From an optimization exercise on the open Yosys and OpenROAD flow, aimed at small area, a short achievable clock period and few clock cycles per item; shortcuts taken in it are not production practice.
RTL that was checked went through simulation tests only; none was proved equivalent to the original.

## the previous run
==> module newton_square_root, before the edit <==
module newton_square_root #(
   parameter int FRACTION_BITS = 16,
   parameter int VALUE_WIDTH   = 32,
   parameter int STEPS         = 2
) (
   input  wire logic                          clock,
   input  wire logic                          reset,
   input  wire logic                          csr_write_enable,
   input  wire nsr_pkg::csr_index_type        csr_index,
   input  wire logic [nsr_pkg::CSR_WIDTH-1:0] csr_write_data,
   input  wire logic                          req_valid,
   output logic                               req_stall,
   input  wire logic [VALUE_WIDTH-1:0]        req_radicand,
   output logic                               rsp_valid,
   input  wire logic                          rsp_stall,
   output logic [VALUE_WIDTH-1:0]             rsp_root,
   output logic [nsr_pkg::CAP_WIDTH-1:0]      rsp_rounds_used,
   output logic                               rsp_cap_reached
);
   localparam int CW = nsr_pkg::CAP_WIDTH;
   localparam int TW = nsr_pkg::TOL_WIDTH;
   localparam int FW = FRACTION_BITS;
   localparam int VW = VALUE_WIDTH;
   localparam int DIV_CYCLES = (25 + STEPS - 1) / STEPS;
   localparam int DIV_BITS   = DIV_CYCLES * STEPS;
   localparam int CNT_W      = (DIV_CYCLES > 1) ? $clog2(DIV_CYCLES) : 1;
   localparam logic [VW-1:0] ONE_FIXED = VW'(1) << FW;
   typedef enum logic [1:0] {
      PH_IDLE = 2'd0,
      PH_DIV  = 2'd1,
      PH_UPD  = 2'd2,
      PH_DONE = 2'd3
   } phase_type;
   phase_type           phase_ff, phase_in;
   logic                pend_ff, pend_in;         
   logic [TW-1:0]       tolerance_ff, tolerance_in;
   logic [CW-1:0]       cap_ff, cap_in;
   logic [VW-1:0]       rad_ff, rad_in;
   logic [VW-1:0]       guess_ff, guess_in;
   logic [VW-1:0]       rem_ff, rem_in;
   logic [VW-1:0]       nq_ff, nq_in;             
   logic                ovf_ff, ovf_in;           
   logic [CNT_W-1:0]    cnt_ff, cnt_in;
   logic [CW-1:0]       rounds_ff, rounds_in;
   logic                over_ff, over_in;
   logic [VW-1:0]       rem_step;
   logic [STEPS-1:0]    quot_bits;
   logic [VW-1:0]       quot;
   logic [VW:0]         sum;
   logic [VW:0]         diff;
   logic [VW-1:0]       mag;
   logic                err_over;
   logic [CW-1:0]       rounds_next;
   logic [CW-1:0]       cap_eff;
   nsr_divider #(
      .VALUE_WIDTH (VW),
      .STEPS       (STEPS)
   ) u_divider (
      .rem_in    (rem_ff),
      .num_bits  (nq_ff[DIV_BITS-1 -: STEPS]),
      .divisor   (guess_ff),
      .rem_out   (rem_step),
      .quot_bits (quot_bits)
   );
   assign quot     = ovf_ff ? '1 : nq_ff;
   assign sum      = {1'b0, quot} + {1'b0, guess_ff};
   assign diff     = {1'b0, guess_ff} - {1'b0, quot};
   assign mag      = diff[VW:1] ^ {VW{diff[VW]}};
   assign err_over = diff[VW] ? (mag >= VW'(tolerance_ff)) : (mag > VW'(tolerance_ff));
   assign rounds_next = rounds_ff + 1'b1;
   assign cap_eff  = (cap_ff == '0) ? CW'(1) : cap_ff;
   assign req_stall = !((phase_ff == PH_IDLE) || (phase_ff == PH_DONE && !pend_ff));
   always_comb begin
      tolerance_in = tolerance_ff;
      cap_in       = cap_ff;
      if (csr_write_enable) begin
         if (csr_index == nsr_pkg::CSR_TOLERANCE) tolerance_in = csr_write_data;
         else                                     cap_in = csr_write_data[CW-1:0];
      end
   end
   always_comb begin
      phase_in  = phase_ff;
      pend_in   = pend_ff;
      rad_in    = rad_ff;
      guess_in  = guess_ff;
      rem_in    = rem_ff;
      nq_in     = nq_ff;
      ovf_in    = ovf_ff;
      cnt_in    = cnt_ff;
      rounds_in = rounds_ff;
      over_in   = over_ff;
      unique case (phase_ff)
         PH_IDLE: begin
            if (req_valid) begin
               rad_in    = req_radicand;
               nq_in     = req_radicand;
               ovf_in    = 1'b0;
               guess_in  = ONE_FIXED;
               rounds_in = '0;
               phase_in  = PH_UPD;
            end
         end
         PH_DIV: begin
            rem_in = rem_step;
            nq_in  = {nq_ff[VW-STEPS-1:0], quot_bits};
            ovf_in = (guess_ff == '0);
            cnt_in = cnt_ff + 1'b1;
            if (cnt_ff == CNT_W'(DIV_CYCLES - 1)) phase_in = PH_UPD;
         end
         PH_UPD: begin
            guess_in  = sum[VW:1];
            rounds_in = rounds_next;
            over_in   = err_over;
            rem_in    = VW'(rad_ff >> (DIV_BITS - FW));
            nq_in     = VW'({rad_ff[DIV_BITS-FW-1:0], {FW{1'b0}}});
            cnt_in    = '0;
            if (err_over && rounds_next < cap_eff) phase_in = PH_DIV;
            else                                   phase_in = PH_DONE;
         end
         PH_DONE: begin
            if (!pend_ff && req_valid) begin
               rad_in  = req_radicand;
               nq_in   = req_radicand;
               pend_in = 1'b1;
            end
            if (!rsp_stall) begin
               if (pend_ff || req_valid) begin
                  ovf_in    = 1'b0;
                  guess_in  = ONE_FIXED;
                  rounds_in = '0;
                  phase_in  = PH_UPD;
               end else begin
                  phase_in  = PH_IDLE;
               end
               pend_in = 1'b0;
            end
         end
         default: phase_in = PH_IDLE;
      endcase
   end
   always_ff @(posedge clock) begin
      rad_ff    <= rad_in;
      guess_ff  <= guess_in;
      rem_ff    <= rem_in;
      nq_ff     <= nq_in;
      ovf_ff    <= ovf_in;
      cnt_ff    <= cnt_in;
      rounds_ff <= rounds_in;
      over_ff   <= over_in;
      if (reset) begin
         phase_ff     <= PH_IDLE;
         pend_ff      <= 1'b0;
         tolerance_ff <= nsr_pkg::TOLERANCE_RESET;
         cap_ff       <= nsr_pkg::ITERATION_CAP_RESET;
      end else begin
         phase_ff     <= phase_in;
         pend_ff      <= pend_in;
         tolerance_ff <= tolerance_in;
         cap_ff       <= cap_in;
      end
   end
   assign rsp_valid       = (phase_ff == PH_DONE);
   assign rsp_root        = guess_ff;
   assign rsp_rounds_used = rounds_ff;
   assign rsp_cap_reached = over_ff;
endmodule
make LEC_CHECK=0 CAP_MARGIN=20 CORE_MARGIN=2 CORE_UTILIZATION=40 SLEW_MARGIN=20 finish   # period 7.5 ns
run.sh (not shown) runs the stock make flow with config.mk's settings and CLKGATE_MAP_FILE= SYNTH_SCRIPT=/design/flow/synth_recipe.tcl, a recipe that flattens the netlist after the stock synthesis.
The previous run: flow completed, timing, DRC and antenna clean
Testbench counts of the previous run, summed over its fixed seeds: cycles 67,098, roots 512.
Modified inputs, the current run compared to the previous run
--- a/flow/design.v
+++ b/flow/design.v
@@ -63,13 +63,12 @@
 );
    localparam int CW = nsr_pkg::CAP_WIDTH;
    localparam int TW = nsr_pkg::TOL_WIDTH;
    localparam int FW = FRACTION_BITS;
    localparam int VW = VALUE_WIDTH;
-   localparam int DIV_CYCLES = (25 + STEPS - 1) / STEPS;
-   localparam int DIV_BITS   = DIV_CYCLES * STEPS;
-   localparam int CNT_W      = (DIV_CYCLES > 1) ? $clog2(DIV_CYCLES) : 1;
+   localparam int DIV_CYCLES = VW / STEPS;
+   localparam int CNT_W = $clog2(DIV_CYCLES);
    localparam logic [VW-1:0] ONE_FIXED = VW'(1) << FW;
    typedef enum logic [1:0] {
       PH_IDLE = 2'd0,
       PH_DIV  = 2'd1,
       PH_UPD  = 2'd2,
@@ -81,11 +80,11 @@
    logic [CW-1:0]       cap_ff, cap_in;
    logic [VW-1:0]       rad_ff, rad_in;
    logic [VW-1:0]       guess_ff, guess_in;
    logic [VW-1:0]       rem_ff, rem_in;
    logic [VW-1:0]       nq_ff, nq_in;             
-   logic                ovf_ff, ovf_in;           
+   logic                ovf_ff, ovf_in;
    logic [CNT_W-1:0]    cnt_ff, cnt_in;
    logic [CW-1:0]       rounds_ff, rounds_in;
    logic                over_ff, over_in;
    logic [VW-1:0]       rem_step;
    logic [STEPS-1:0]    quot_bits;
@@ -94,16 +93,18 @@
    logic [VW:0]         diff;
    logic [VW-1:0]       mag;
    logic                err_over;
    logic [CW-1:0]       rounds_next;
    logic [CW-1:0]       cap_eff;
+   logic                take_rsp;
+   logic                accept;
    nsr_divider #(
       .VALUE_WIDTH (VW),
       .STEPS       (STEPS)
    ) u_divider (
       .rem_in    (rem_ff),
-      .num_bits  (nq_ff[DIV_BITS-1 -: STEPS]),
+      .num_bits  (nq_ff[VW-1 -: STEPS]),
       .divisor   (guess_ff),
       .rem_out   (rem_step),
       .quot_bits (quot_bits)
    );
    assign quot     = ovf_ff ? '1 : nq_ff;
@@ -111,11 +112,13 @@
    assign diff     = {1'b0, guess_ff} - {1'b0, quot};
    assign mag      = diff[VW:1] ^ {VW{diff[VW]}};
    assign err_over = diff[VW] ? (mag >= VW'(tolerance_ff)) : (mag > VW'(tolerance_ff));
    assign rounds_next = rounds_ff + 1'b1;
    assign cap_eff  = (cap_ff == '0) ? CW'(1) : cap_ff;
+   assign take_rsp  = (phase_ff == PH_DONE) && !rsp_stall;
    assign req_stall = !((phase_ff == PH_IDLE) || (phase_ff == PH_DONE && !pend_ff));
+   assign accept    = req_valid && !req_stall;
    always_comb begin
       tolerance_in = tolerance_ff;
       cap_in       = cap_ff;
       if (csr_write_enable) begin
          if (csr_index == nsr_pkg::CSR_TOLERANCE) tolerance_in = csr_write_data;
@@ -145,21 +148,21 @@
             end
          end
          PH_DIV: begin
             rem_in = rem_step;
             nq_in  = {nq_ff[VW-STEPS-1:0], quot_bits};
-            ovf_in = (guess_ff == '0);
             cnt_in = cnt_ff + 1'b1;
             if (cnt_ff == CNT_W'(DIV_CYCLES - 1)) phase_in = PH_UPD;
          end
          PH_UPD: begin
             guess_in  = sum[VW:1];
             rounds_in = rounds_next;
             over_in   = err_over;
-            rem_in    = VW'(rad_ff >> (DIV_BITS - FW));
-            nq_in     = VW'({rad_ff[DIV_BITS-FW-1:0], {FW{1'b0}}});
+            rem_in    = VW'(rad_ff[VW-1:FW]);
+            nq_in     = {rad_ff[FW-1:0], {(VW-FW){1'b0}}};
             cnt_in    = '0;
+            ovf_in    = (sum[VW:FW+1] == '0) && (rad_ff[VW-1:FW] >= sum[FW:1]);
             if (err_over && rounds_next < cap_eff) phase_in = PH_DIV;
             else                                   phase_in = PH_DONE;
          end
          PH_DONE: begin
             if (!pend_ff && req_valid) begin
==> run summary <==
Shortest period the worst path allows delta for the current run relative to the previous run: 70 ps higher. The previous run -> the current run: TritonCTS buffer count flat. Number of iterations in the first detailed-routing pass in the current run is 2 higher than in the previous run. Delta (the current run minus the previous run): share of layout cells above drive strength 1 up 0.46 points.
Only the layout flow was run in the current run; the RTL was not checked for function there.

==> afterwards: timing with drivers on the ports <==
Ports are ideal in the flow. The routed layouts listed here were re-timed in OpenROAD.
Step 1 (the two cells are an assumption about what drives the block):
set clk [get_ports {clock}]
set_driving_cell -lib_cell sky130_fd_sc_hd__clkbuf_16 $clk
set_driving_cell -lib_cell sky130_fd_sc_hd__buf_2 [delete_from_list [all_inputs] $clk]
Step 2, shift: input delay + t, output delay - t, t = (earliest + latest rising clock arrival at the registers) / 2. This alone moves slack from input paths to output paths.
Three values: ideal ports, drivers, drivers and shift; two values: the first two.
| run | t, ns | setup WS [ns] | worst slew at a driven data input, ns |
|---|---|---|---|
| the previous run | 0.498 | 0.564 / 0.564 / 0.564 | 0.05 |
| the current run | 0.501 | 0.494 / 0.494 / 0.494 | 0.04 |
After both steps setup and hold are still met in every run listed.
